From an optimization exercise on the open Yosys and OpenROAD flow, aimed at small area, a short achievable clock period and few clock cycles per item; shortcuts taken in it are not production practice. Only simulation tests tie the RTL to the original design; equivalence was not proved. Power and IR drop assume default switching activity.

== red ==
==> flow/design.v (excerpt) <==
module mult_16x16 (
  input  logic        clk,
  input  logic        rst_n,
  input  logic        in_valid,
  output logic        in_ready,
  input  logic [15:0] in_a,
  input  logic [15:0] in_b,
  output logic        out_valid,
  input  logic        out_ready,
  output logic [31:0] out_product
);
  logic [2:0] v;
  logic [2:0] ld;
  assign ld[2] = !v[2] || out_ready;
  assign ld[1] = !v[1] || ld[2];
  assign ld[0] = !v[0] || ld[1];
  assign in_ready  = ld[0];
  assign out_valid = v[2];
  always_ff @(posedge clk) begin
    if (!rst_n) begin
      v <= '0;
    end else begin
      if (ld[0]) v[0] <= in_valid;
      if (ld[1]) v[1] <= v[0];
      if (ld[2]) v[2] <= v[1];
    end
  end
  logic xa1;
  logic xa2;
  logic xa3;
  logic xa4;
  logic xa5;
  logic xa6;
  logic xa7;
  logic xa8;
  logic xa9;
  logic xa10;
  logic xa11;
  logic xa12;
  logic xa13;
  logic xa14;
  logic xa15;
  logic xa16;
  logic xb17;
  logic xb18;
  logic xb19;
  logic xb20;
  ...
Size in the first run: roughly 880 cells after synthesis, ~200 flip-flops, about 70 I/O pins.
==> flow/config.mk <==
export PLATFORM = sky130hd
export DESIGN_NAME = mult_16x16
export DESIGN_NICKNAME = mult_16x16
export VERILOG_FILES = /design/flow/design.v
export SDC_FILE = /design/flow/constraint.sdc
export NUM_CORES = 4
export LEC_CHECK = 0
export CAP_MARGIN = 20
export CORE_MARGIN = 2
export CORE_UTILIZATION = 70
export CTS_BUF_LIST = sky130_fd_sc_hd__clkbuf_4 sky130_fd_sc_hd__clkbuf_8
export SETUP_SLACK_MARGIN = 1.6
export SLEW_MARGIN = 20
==> flow/constraint.sdc <==
create_clock -name core_clock -period 4.0 [get_ports {clk}]
set_input_delay 0.8000 -clock core_clock [delete_from_list [all_inputs] [get_ports {clk}]]
set_output_delay 0.8000 -clock core_clock [all_outputs]
set_load 0.01 [all_outputs]
standard.sh (not shown) runs the stock make flow with config.mk's settings and CLKGATE_MAP_FILE= SYNTH_SCRIPT=/design/flow/synth_recipe.tcl, a recipe that flattens the netlist after the stock synthesis.
==> flow/flow/run.sh <==
#!/bin/bash
# Own flow: the standard layout (standard.sh), with Yosys's synth run with -noabc so the
# pre-mapping "abc -fast" pass does not run before ORFS extracts full/half adders (it leaves
# the adders with inverted polarity and an inverter on most adder-to-adder nets). The rest of
# synthesis (-nofsm -noshare via synth_recipe.tcl, flatten, rename) and every later step are the
# standard ones. Each tool's output goes to a log file in the work folder.
set -euo pipefail
extra=()
if [[ -f flow/extra.mk ]]; then
  while read -r line; do [[ -n "$line" && "$line" != \#* ]] && extra+=("$line"); done < flow/extra.mk
fi
bash standard.sh SYNTH_ARGS=-noabc "${extra[@]}" finish > standard_flow.log 2>&1
==> flow/flow/extra.mk <==
BUFFER_PORTS_ARGS=-buffer_cell sky130_fd_sc_hd__buf_2
red was carried through to the last stage, and its layout satisfied the timing, design-rule and antenna checks.
Testbench counts of red, summed over its fixed seeds: cycles 32,024, items 32,000.
What blue does differently from red at the input level:
Settings: clearing CTS_BUF_LIST, which used to be sky130_fd_sc_hd__clkbuf_4 sky130_fd_sc_hd__clkbuf_8; swapping 70 for 40 in CORE_UTILIZATION.
removed: flow/flow/extra.mk
Compared to red, blue has final instance area 10% higher.
blue: post-detailed-route via-to-cell ratio lower than red
Across both runs, sequential share of layout area was lower for blue than for red.
Changes observed in blue relative to red: met1 track utilization from global routing dropped 20 points; worst hold slack dropped 6.3 ps; fmax climbed about 1.6%.

========
== 07-21 ==
mult_16x16 again, from the RTL that the note above started with.
clock: 4.0 ns
lec_check: 0
cap_margin: 20
core_margin: 2
core_utilization: 40
cts_buf_list: sky130_fd_sc_hd__clkbuf_4 sky130_fd_sc_hd__clkbuf_8
setup_slack_margin: 1.6
slew_margin: 20
Scripts as last shown in full above: flow/flow/run.sh
Testbench counts of 07-21, summed over its fixed seeds: cycles 32,024, items 32,000.
Inputs modified between 07-21 and 11-09:
Settings: GPL_ROUTABILITY_DRIVEN newly set to 0; CORE_UTILIZATION changed from 40 to 70.
==> flow/flow/extra.mk (new file) <==
BUFFER_PORTS_ARGS=-buffer_cell sky130_fd_sc_hd__buf_2
Findings:
Number of rows created at floorplan is lower on 11-09
For worst hold margin, 11-09 and 07-21 come out practically identical.
In 11-09, starting DRC count in detailed routing is higher than in 07-21.
For 07-21, the source of the critical timing path was s511_q1, unlike 11-09, where it was c486_q1.
Comparing 11-09 and 07-21, the lower utilization after layout was measured on 07-21.
As of 11-09, die area had fallen by more than a quarter compared to 07-21.

========
Setup of raven:
mult_16x16 again, from the RTL that the note above started with.
Settings: LEC_CHECK=0, CAP_MARGIN=20, CORE_MARGIN=2, CORE_UTILIZATION=70, CTS_BUF_LIST=sky130_fd_sc_hd__clkbuf_4 sky130_fd_sc_hd__clkbuf_8, SETUP_SLACK_MARGIN=1.8, SLEW_MARGIN=20; clock period 4.0 ns.
Scripts as last shown in full above: flow/flow/run.sh
Testbench counts of raven, summed over its fixed seeds: cycles 32,024, items 32,000.
### raven -> ember
diff --git a/flow/config.mk b/flow/config.mk
--- a/flow/config.mk
+++ b/flow/config.mk
@@ -7,0 +8 @@
+export ABC_AREA = 1
@@ -10 +11 @@
-export CORE_UTILIZATION = 70
+export CORE_UTILIZATION = 60
@@ -12 +13 @@
-export SETUP_SLACK_MARGIN = 1.8
+export SETUP_SLACK_MARGIN = 1.6
Results
Looking at raven and ember, the cell depth of the worst setup path is a wash. Taking raven as 1.0, ember lands at 1.10 on number of rows created at floorplan. Post-cts repair resize count, ember vs raven: down by more than a quarter. raven has higher sequential share of layout area than ember. Comparing raven and ember, final critical-path required period is higher on raven. Across both runs, first-pass GRT wire length was higher for ember than for raven. For the global routing met1 resource utilization, ember came in 5.8 points lower than raven did. ember ran to completion and came out clean on the timing, design-rule and antenna checks. Relative to raven, number of library cell types mapped by synthesis has decreased by about 30% in ember. As far as remaining antenna violation count goes, ember and raven are indistinguishable; the numbers are identical. Changes observed in ember relative to raven: fmax now sits at about the same level, worst setup slack grew by 0.0073 ns.
Edits applied to the flow inputs when going from ember to yarrow:
diff --git a/flow/config.mk b/flow/config.mk
--- a/flow/config.mk
+++ b/flow/config.mk
@@ -8 +7,0 @@
-export ABC_AREA = 1
@@ -12 +10,0 @@
-export CTS_BUF_LIST = sky130_fd_sc_hd__clkbuf_4 sky130_fd_sc_hd__clkbuf_8
[summary]
Re clock power: ember was lower than yarrow.
The final layout from yarrow, which completed every stage, passed the timing, design-rule and antenna checks at the end of the flow.
yarrow: combinational share of power is 4.5 points lower than what ember reported.
Comparing ember with yarrow, the sequential group share of total power came out essentially unchanged.
Comparing ember and yarrow, delay contributed by the slowest stage of the critical path is higher on ember.
### yarrow -> garnet
==> flow/flow/extra.mk (new file) <==
ADDER_MAP_FILE=
diff --git a/flow/config.mk b/flow/config.mk
--- a/flow/config.mk
+++ b/flow/config.mk
@@ -10 +10,2 @@
-export CORE_UTILIZATION = 60
+export CORE_UTILIZATION = 70
+export CTS_BUF_LIST = sky130_fd_sc_hd__clkbuf_4 sky130_fd_sc_hd__clkbuf_8
## What came out
Compared with yarrow, in garnet global-route met1 utilization picked up an extra 5.0 points, fraction of area in non-clock buffers picked up an extra 3.4 points, HPWL after detailed placement picked up an extra 15%, count of buffers not belonging to the clock network in the layout picked up an extra about 80%, average wire per standard cell lost 5.6 um.
Relative to yarrow, the number of distinct standard cells referenced by the synthesized netlist measured on garnet has increased by more than 10%.
Compared with yarrow, in garnet post-route cell area moved up, sequential share of layout area moved down.

-- static timing again, ports no longer ideal --
The results above use ideal ports. As a check the final layouts listed here were re-extracted and re-timed, cells and wires unchanged.
Step 1 (the two cells are an assumption about what drives the block):
set clk [get_ports {clk}]
set_driving_cell -lib_cell sky130_fd_sc_hd__clkbuf_16 $clk
set_driving_cell -lib_cell sky130_fd_sc_hd__buf_2 [delete_from_list [all_inputs] $clk]
Step 2, shift: input delay + t, output delay - t, t = (earliest + latest rising clock arrival at the registers) / 2. This alone moves slack from input paths to output paths.
Slacks: ideal / step 1 / step 2; pairs: ideal / step 1.
run	shift t [ns]	setup WS [ns]	hold WS [ns]
red	0.491	1.457 / 1.457 / 1.115	0.427 / 0.427 / 0.427
blue	0.483	1.496 / 1.496 / 1.099	0.421 / 0.421 / 0.421
07-21	0.514	1.496 / 1.496 / 1.091	0.427 / 0.427 / 0.427
11-09	0.506	1.432 / 1.432 / 1.086	0.428 / 0.428 / 0.428
raven	0.499	1.462 / 1.462 / 1.123	0.421 / 0.421 / 0.421
ember	0.518	1.469 / 1.469 / 1.081	0.415 / 0.415 / 0.415
yarrow	0.484	1.487 / 1.487 / 1.088	0.414 / 0.414 / 0.414
garnet	0.508	1.564 / 1.563 / 1.055	0.422 / 0.422 / 0.422
After both steps every run listed still meets setup and hold. For garnet, which loses most, drivers alone change the setup slack by -0.001 ns; drivers and shift together by -0.509 ns.
